What follows belongs to an exercise in optimizing a design on an open flow for small area, a short achievable clock period and few clock cycles per item; a production flow would make more cautious choices.
RTL that was checked went through simulation tests only; none was proved equivalent to the original.
Power is estimated from default activity; no workload was simulated.

==> run a <==
Design wallace_mult, start of the top module:
module wallace_mult (
	input  logic                  clk,
	input  logic                  rst_n,
	input  logic                  in_valid,
	input  wallace_pkg::operand_t a,
	input  wallace_pkg::operand_t b,
	output logic                  in_credit,
	output logic                  out_valid,
	output wallace_pkg::product_t product,
	input  logic                  out_credit
);
Settings: LEC_CHECK=0, CAP_MARGIN=20, CORE_MARGIN=2, CORE_UTILIZATION=40, CTS_CLUSTER_DIAMETER=80, CTS_CLUSTER_SIZE=30, SETUP_SLACK_MARGIN=1.8, SLEW_MARGIN=20; clock period 4.0 ns.
run.sh (not shown) runs the stock make flow with config.mk's settings and CLKGATE_MAP_FILE= SYNTH_SCRIPT=/design/flow/synth_recipe.tcl, a recipe that flattens the netlist after the stock synthesis.
==> inputs of run b, as changes to run a <==
--- a/flow/config.mk
+++ b/flow/config.mk
@@ -9,6 +9,4 @@
 export CORE_MARGIN = 2
 export CORE_UTILIZATION = 40
-export CTS_CLUSTER_DIAMETER = 80
-export CTS_CLUSTER_SIZE = 30
-export SETUP_SLACK_MARGIN = 1.8
+export SETUP_SLACK_MARGIN = 1.6
 export SLEW_MARGIN = 20
==> inputs of run c, as changes to run a <==
--- a/flow/config.mk
+++ b/flow/config.mk
@@ -6,4 +6,5 @@
 export NUM_CORES = 4
 export LEC_CHECK = 0
+export ABC_AREA = 1
 export CAP_MARGIN = 20
 export CORE_MARGIN = 2
@@ -11,4 +12,5 @@
 export CTS_CLUSTER_DIAMETER = 80
 export CTS_CLUSTER_SIZE = 30
+export PLACE_DENSITY = 0.75
 export SETUP_SLACK_MARGIN = 1.8
 export SLEW_MARGIN = 20
==> qor summary <==
WP data required: run a 4.30 ns; run c 4.29 ns; run b 4.16 ns
Synthesized net count: run a 1541; run c 1825; run b 1541
Post-synthesis xor/xnor area fraction: run a 6.99%; run c 6.12%; run b 6.99%
Total CTS buffers: run a 20; run c 17; run b 35
Well Taps: run a 539; run c 585; run b 539
Reg-to-reg slack, setup: run a 1.72 ns; run c 1.71 ns; run b 1.56 ns
Share of the final layout cell area in multi-input gates: run a 36.6%; run c 36.2%; run b 36.7%
Critical path origin: run a u_csa.st2_q[15]; run c u_csa.st2_q[5]; run b u_result_buffer.out_valid
Avg WL per Cell: run a 18.2 microns; run c 16.9 microns; run b 17.9 microns
Synthesized netlist cell count: run a 1359; run c 1643; run b 1359
Multi-input logic cell count: run a 781; run c 979; run b 778
Number of cells after detailed placement: run a 1848; run c 2217; run b 1848
Sequential cell area in the final layout: run a 0.00896 sq mm; run c 0.00896 sq mm; run b 0.00896 sq mm
Wire length reported by the detailed router: run a 36500 microns; run c 38800 microns; run b 34500 microns
Tightest hold margin: run a 0.432 ns; run c 0.432 ns; run b 0.442 ns
Post-Place Worst Slack: run a 0.632 ns; run c 1.13 ns; run b 0.606 ns
Detail Route met3 WL: run a 2140 microns; run c 2310 microns; run b 2130 microns
Clk Latency, worst-skew pair: run a 0.55 ns; run c 0.53 ns; run b 0.54 ns
GR Layer Usage met3: run a 2.22%; run c 1.92%; run b 2.86%
Total Die Area: run a 0.0443 sq mm; run c 0.0450 sq mm; run b 0.0443 sq mm
# fillers: run a 3699; run c 3880; run b 3762
Final Worst Setup Slack: run a 1.72 ns; run c 1.71 ns; run b 1.56 ns
Peak fanout along the critical path: run a 3; run c 3; run b 32
Largest net degree at the start of global routing: run a 64; run c 64; run b 66
Status: run a complete, no violations; run c complete, no violations; run b complete, no violations
Testbench counts of run a, summed over its fixed seeds: cycles 3,232, items 3,200.
Testbench counts of run b, summed over its fixed seeds: cycles 3,232, items 3,200.
Testbench counts of run c, summed over its fixed seeds: cycles 3,232, items 3,200.

==> v33: inputs <==
wallace_mult again, from the RTL that the note above started with.
Settings: LEC_CHECK=0, CAP_MARGIN=20, CORE_MARGIN=2, CORE_UTILIZATION=40, SETUP_SLACK_MARGIN=2.0, SLEW_MARGIN=20; clock period 4.0 ns.
==> v12 (differences from v33) <==
ABC_AREA = 1   (was not set)
CORE_UTILIZATION = 55   (was 40)
CTS_CLUSTER_DIAMETER = 80   (was not set)
CTS_CLUSTER_SIZE = 30   (was not set)
SETUP_SLACK_MARGIN = 1.8   (was 2.0)
==> v31 (differences from v33) <==
ABC_AREA = 1   (was not set)
==> run notes <==
Against v33, the sequential share of layout area of v31 is higher by 0.60 points. Power, highest first: v33, v31, v12. In sequential cell count, v33 and v31 do not differ. Worst setup slack, highest first: v31, v12, v33. Against v12, the maximum frequency of v33 is smaller by 1.3%.
Testbench counts of v33, summed over its fixed seeds: cycles 3,232, items 3,200.
Testbench counts of v12, summed over its fixed seeds: cycles 3,232, items 3,200.
Testbench counts of v31, summed over its fixed seeds: cycles 3,232, items 3,200.

==> inputs of lagoon <==
wallace_mult, a different RTL version from the one above (not shown whole).
==> module result_buffer, before the edit <==
module result_buffer #(
	parameter int NS = 2
) (
	input  logic                  clk,
	input  logic                  rst_n,
	input  logic                  in_valid,
	input  wallace_pkg::product_t push_data,
	input  logic                  out_credit,
	output logic [NS-1:0]         load,
	output logic                  out_valid,
	output wallace_pkg::product_t product,
	output logic                  in_credit
);
	localparam int DEPTH = 2;
	localparam int SLOTS = NS + DEPTH;
	logic [DEPTH-1:0][32-1:0] mem;
	logic [2:0] count;
	logic [2:0] count_next;
	logic [1:0] out_cnt;
	logic [1:0] out_cnt_next;
	logic [NS-1:0] valid;
	logic [NS-1:0] move;
	logic pop;
	logic push;
	logic [2:0] up_cnt;
	logic [2:0] up_cnt_next;
	logic [2:0] total;
	logic [2:0] total_next;
	logic pop_next;
	logic up_full_next;
	logic room_next;
	assign pop = out_valid;
	assign push = move[NS-1];
	assign product = mem[0];
	assign count_next = count + 3'(push) - 3'(pop);
	assign out_cnt_next = out_cnt + 2'(out_credit) - 2'(pop);
	assign up_cnt_next = up_cnt - 3'(in_valid) + 3'(in_credit);
	assign total_next = total - 3'(pop) + 3'(in_credit);
	assign pop_next = (push || (count > 3'd1) || ((count == 3'd1) && !pop)) &&
		(out_credit || (out_cnt > 2'd1) || ((out_cnt == 2'd1) && !pop));
	assign up_full_next = ((up_cnt == 3'(4)) && (in_credit || !in_valid)) ||
		((up_cnt == 3'(4 - 1)) && in_credit && !in_valid);
	assign room_next = (total < 3'(SLOTS - 1)) ||
		((total == 3'(SLOTS - 1)) && !(in_credit && !pop)) ||
		((total == 3'(SLOTS)) && pop && !in_credit) ||
		(total_next == 3'(SLOTS) && pop_next);
	always_comb begin
		move[NS-1] = valid[NS-1] && ((count != 3'(DEPTH)) || pop);
		for (int k = NS - 2; k >= 0; k--) begin
			move[k] = valid[k] && (!valid[k+1] || move[k+1]);
		end
		load[0] = in_valid;
		for (int k = 1; k < NS; k++) begin
			load[k] = move[k-1];
		end
	end
	for (genvar k = 0; k < DEPTH; k++) begin : g_entry
		logic shift;
		logic fill;
		assign shift = pop && (3'(k + 1) < count);
		assign fill = push && (3'(k) == count - 3'(pop));
		always_ff @(posedge clk) begin
			if (shift || fill) begin
				if (k + 1 < DEPTH && shift) begin
					mem[k] <= mem[(k + 1 < DEPTH) ? k + 1 : k];
				end else begin
					mem[k] <= push_data;
				end
			end
		end
	end
	always_ff @(posedge clk or negedge rst_n) begin
		if (!rst_n) begin
			valid <= '0;
			count <= '0;
			out_cnt <= 2'(2);
			out_valid <= 1'b0;
			up_cnt <= 3'(4);
			total <= 3'(4);
			in_credit <= 1'b0;
		end else begin
			valid <= load | (valid & ~move);
			count <= count_next;
			out_cnt <= out_cnt_next;
			out_valid <= pop_next;
			up_cnt <= up_cnt_next;
			total <= total_next;
			in_credit <= !up_full_next && room_next;
		end
	end
endmodule
export LEC_CHECK = 0
export ABC_AREA = 1
export CAP_MARGIN = 20
export CORE_MARGIN = 2
export CORE_UTILIZATION = 40
export CTS_CLUSTER_DIAMETER = 80
export CTS_CLUSTER_SIZE = 30
export SETUP_SLACK_MARGIN = 1.8
export SLEW_MARGIN = 20
create_clock -name core_clock -period 4.0 [get_ports {clk}]
==> juniper (differences from lagoon) <==
--- a/flow/design.v
+++ b/flow/design.v
@@ -1861,9 +1861,7 @@
 	logic push;
+	logic [2:0] n_ops;
+	logic [2:0] n_ops_next;
 	logic [2:0] up_cnt;
 	logic [2:0] up_cnt_next;
-	logic [2:0] total;
-	logic [2:0] total_next;
 	logic pop_next;
-	logic up_full_next;
-	logic room_next;
 	assign pop = out_valid;
@@ -1873,12 +1871,5 @@
 	assign out_cnt_next = out_cnt + 2'(out_credit) - 2'(pop);
+	assign n_ops_next = n_ops + 3'(in_valid) - 3'(pop);
 	assign up_cnt_next = up_cnt - 3'(in_valid) + 3'(in_credit);
-	assign total_next = total - 3'(pop) + 3'(in_credit);
-	assign pop_next = (push || (count > 3'd1) || ((count == 3'd1) && !pop)) &&
-		(out_credit || (out_cnt > 2'd1) || ((out_cnt == 2'd1) && !pop));
-	assign up_full_next = ((up_cnt == 3'(4)) && (in_credit || !in_valid)) ||
-		((up_cnt == 3'(4 - 1)) && in_credit && !in_valid);
-	assign room_next = (total < 3'(SLOTS - 1)) ||
-		((total == 3'(SLOTS - 1)) && !(in_credit && !pop)) ||
-		((total == 3'(SLOTS)) && pop && !in_credit) ||
-		(total_next == 3'(SLOTS) && pop_next);
+	assign pop_next = (count_next != 3'd0) && (out_cnt_next != 2'd0);
 	always_comb begin
@@ -1914,4 +1905,4 @@
 			out_valid <= 1'b0;
+			n_ops <= '0;
 			up_cnt <= 3'(4);
-			total <= 3'(4);
 			in_credit <= 1'b0;
@@ -1922,5 +1913,6 @@
 			out_valid <= pop_next;
+			n_ops <= n_ops_next;
 			up_cnt <= up_cnt_next;
-			total <= total_next;
-			in_credit <= !up_full_next && room_next;
+			in_credit <= (up_cnt_next < 3'(4)) &&
+				(4'(n_ops_next) + 4'(up_cnt_next) - 4'(pop_next) < 4'(SLOTS));
 		end
- ABC_AREA: 1 -> unset
- CTS_CLUSTER_DIAMETER: 80 -> unset
- CTS_CLUSTER_SIZE: 30 -> unset
- SETUP_SLACK_MARGIN: 1.8 -> 1.9
==> qor summary <==
Crit path required time: juniper 4.39 ns; lagoon 4.28 ns
Run status: juniper complete, no violations; lagoon complete, no violations
Proportion of layout cells with a drive suffix above 1: juniper 0.345; lagoon 0.245
Total CTS buffers: juniper 34; lagoon 16
Final Wtd Congestion: juniper 0.836; lagoon 0.886
DIE AREA: juniper 0.0425 sq mm; lagoon 0.0435 sq mm
Inverters: juniper 120; lagoon 303
Total of cells resized after clock tree synthesis: juniper 155; lagoon 176
End point of the critical path: juniper u_result_buffer.in_credit; lagoon u_csa.st2_q[32]
Met1 GRT Util: juniper 0.245; lagoon 0.251
Power in sequential cells: juniper 0.00580 W; lagoon 0.00568 W
Total number of vias: juniper 10037; lagoon 10561
Area fraction in compound gates after synthesis: juniper 0.0863; lagoon 0.0631
Count of placed standard cells including taps: juniper 1761; lagoon 2004
Endpoint of the worst hold path: juniper u_csa.st3_q[56]; lagoon u_csa.st3_q[58]
Register clock-pin slew on the reported worst setup and hold paths: juniper 0.06 ns; lagoon 0.11 ns
Core region area: juniper 0.0406 sq mm; lagoon 0.0411 sq mm
Cell with the most instances after synthesis: juniper edfxtp_1; lagoon inv_1
Total wire length after detailed routing: juniper 37200 microns; lagoon 38800 microns
Function was not checked in any run of this note: the RTL went through the layout flow alone.

separate check: timing with driven ports:
How much do the figures lean on ideal ports? The routed layouts below were timed once more, with nothing changed but the port constraints.
Step 1 assumes that a clkbuf_16 drives the clock port and a buf_2 every other input.
Step 2, shift: input delay + t, output delay - t, t = (earliest + latest rising clock arrival at the registers) / 2. This alone moves slack from input paths to output paths.
Slacks: no drivers / after step 1 / after step 2; pairs: no drivers / after step 1.
run | t, ns | setup slack, ns | worst setup path after step 2 | latest minus earliest clock arrival (ns) | worst slew at a driven data input, ns
run a | 0.582 | 1.724 / 1.724 / 1.219 | input to register | 0.034 / 0.034 | 0.05
run b | 0.583 | 1.560 / 1.560 / 1.144 | input to register | 0.014 / 0.013 | 0.04
run c | 0.567 | 1.713 / 1.713 / 1.312 | input to register | 0.019 / 0.019 | 0.04
v33 | 0.597 | 1.731 / 1.731 / 1.189 | input to register | 0.027 / 0.026 | 0.05
v12 | 0.565 | 1.761 / 1.761 / 1.336 | input to register | 0.031 / 0.030 | 0.03
v31 | 0.576 | 1.779 / 1.779 / 1.537 | input to register | 0.016 / 0.016 | 0.04
lagoon | 0.563 | 1.574 / 1.574 / 1.574 | register to register | 0.024 / 0.024 | 0.04
juniper | 0.564 | 0.687 / 0.687 / 0.438 | input to register | 0.016 / 0.016 | 0.03
After both steps every run listed still meets setup and hold. For v33, which loses most, drivers alone change the setup slack by 0.000 ns; drivers and shift together by -0.542 ns.
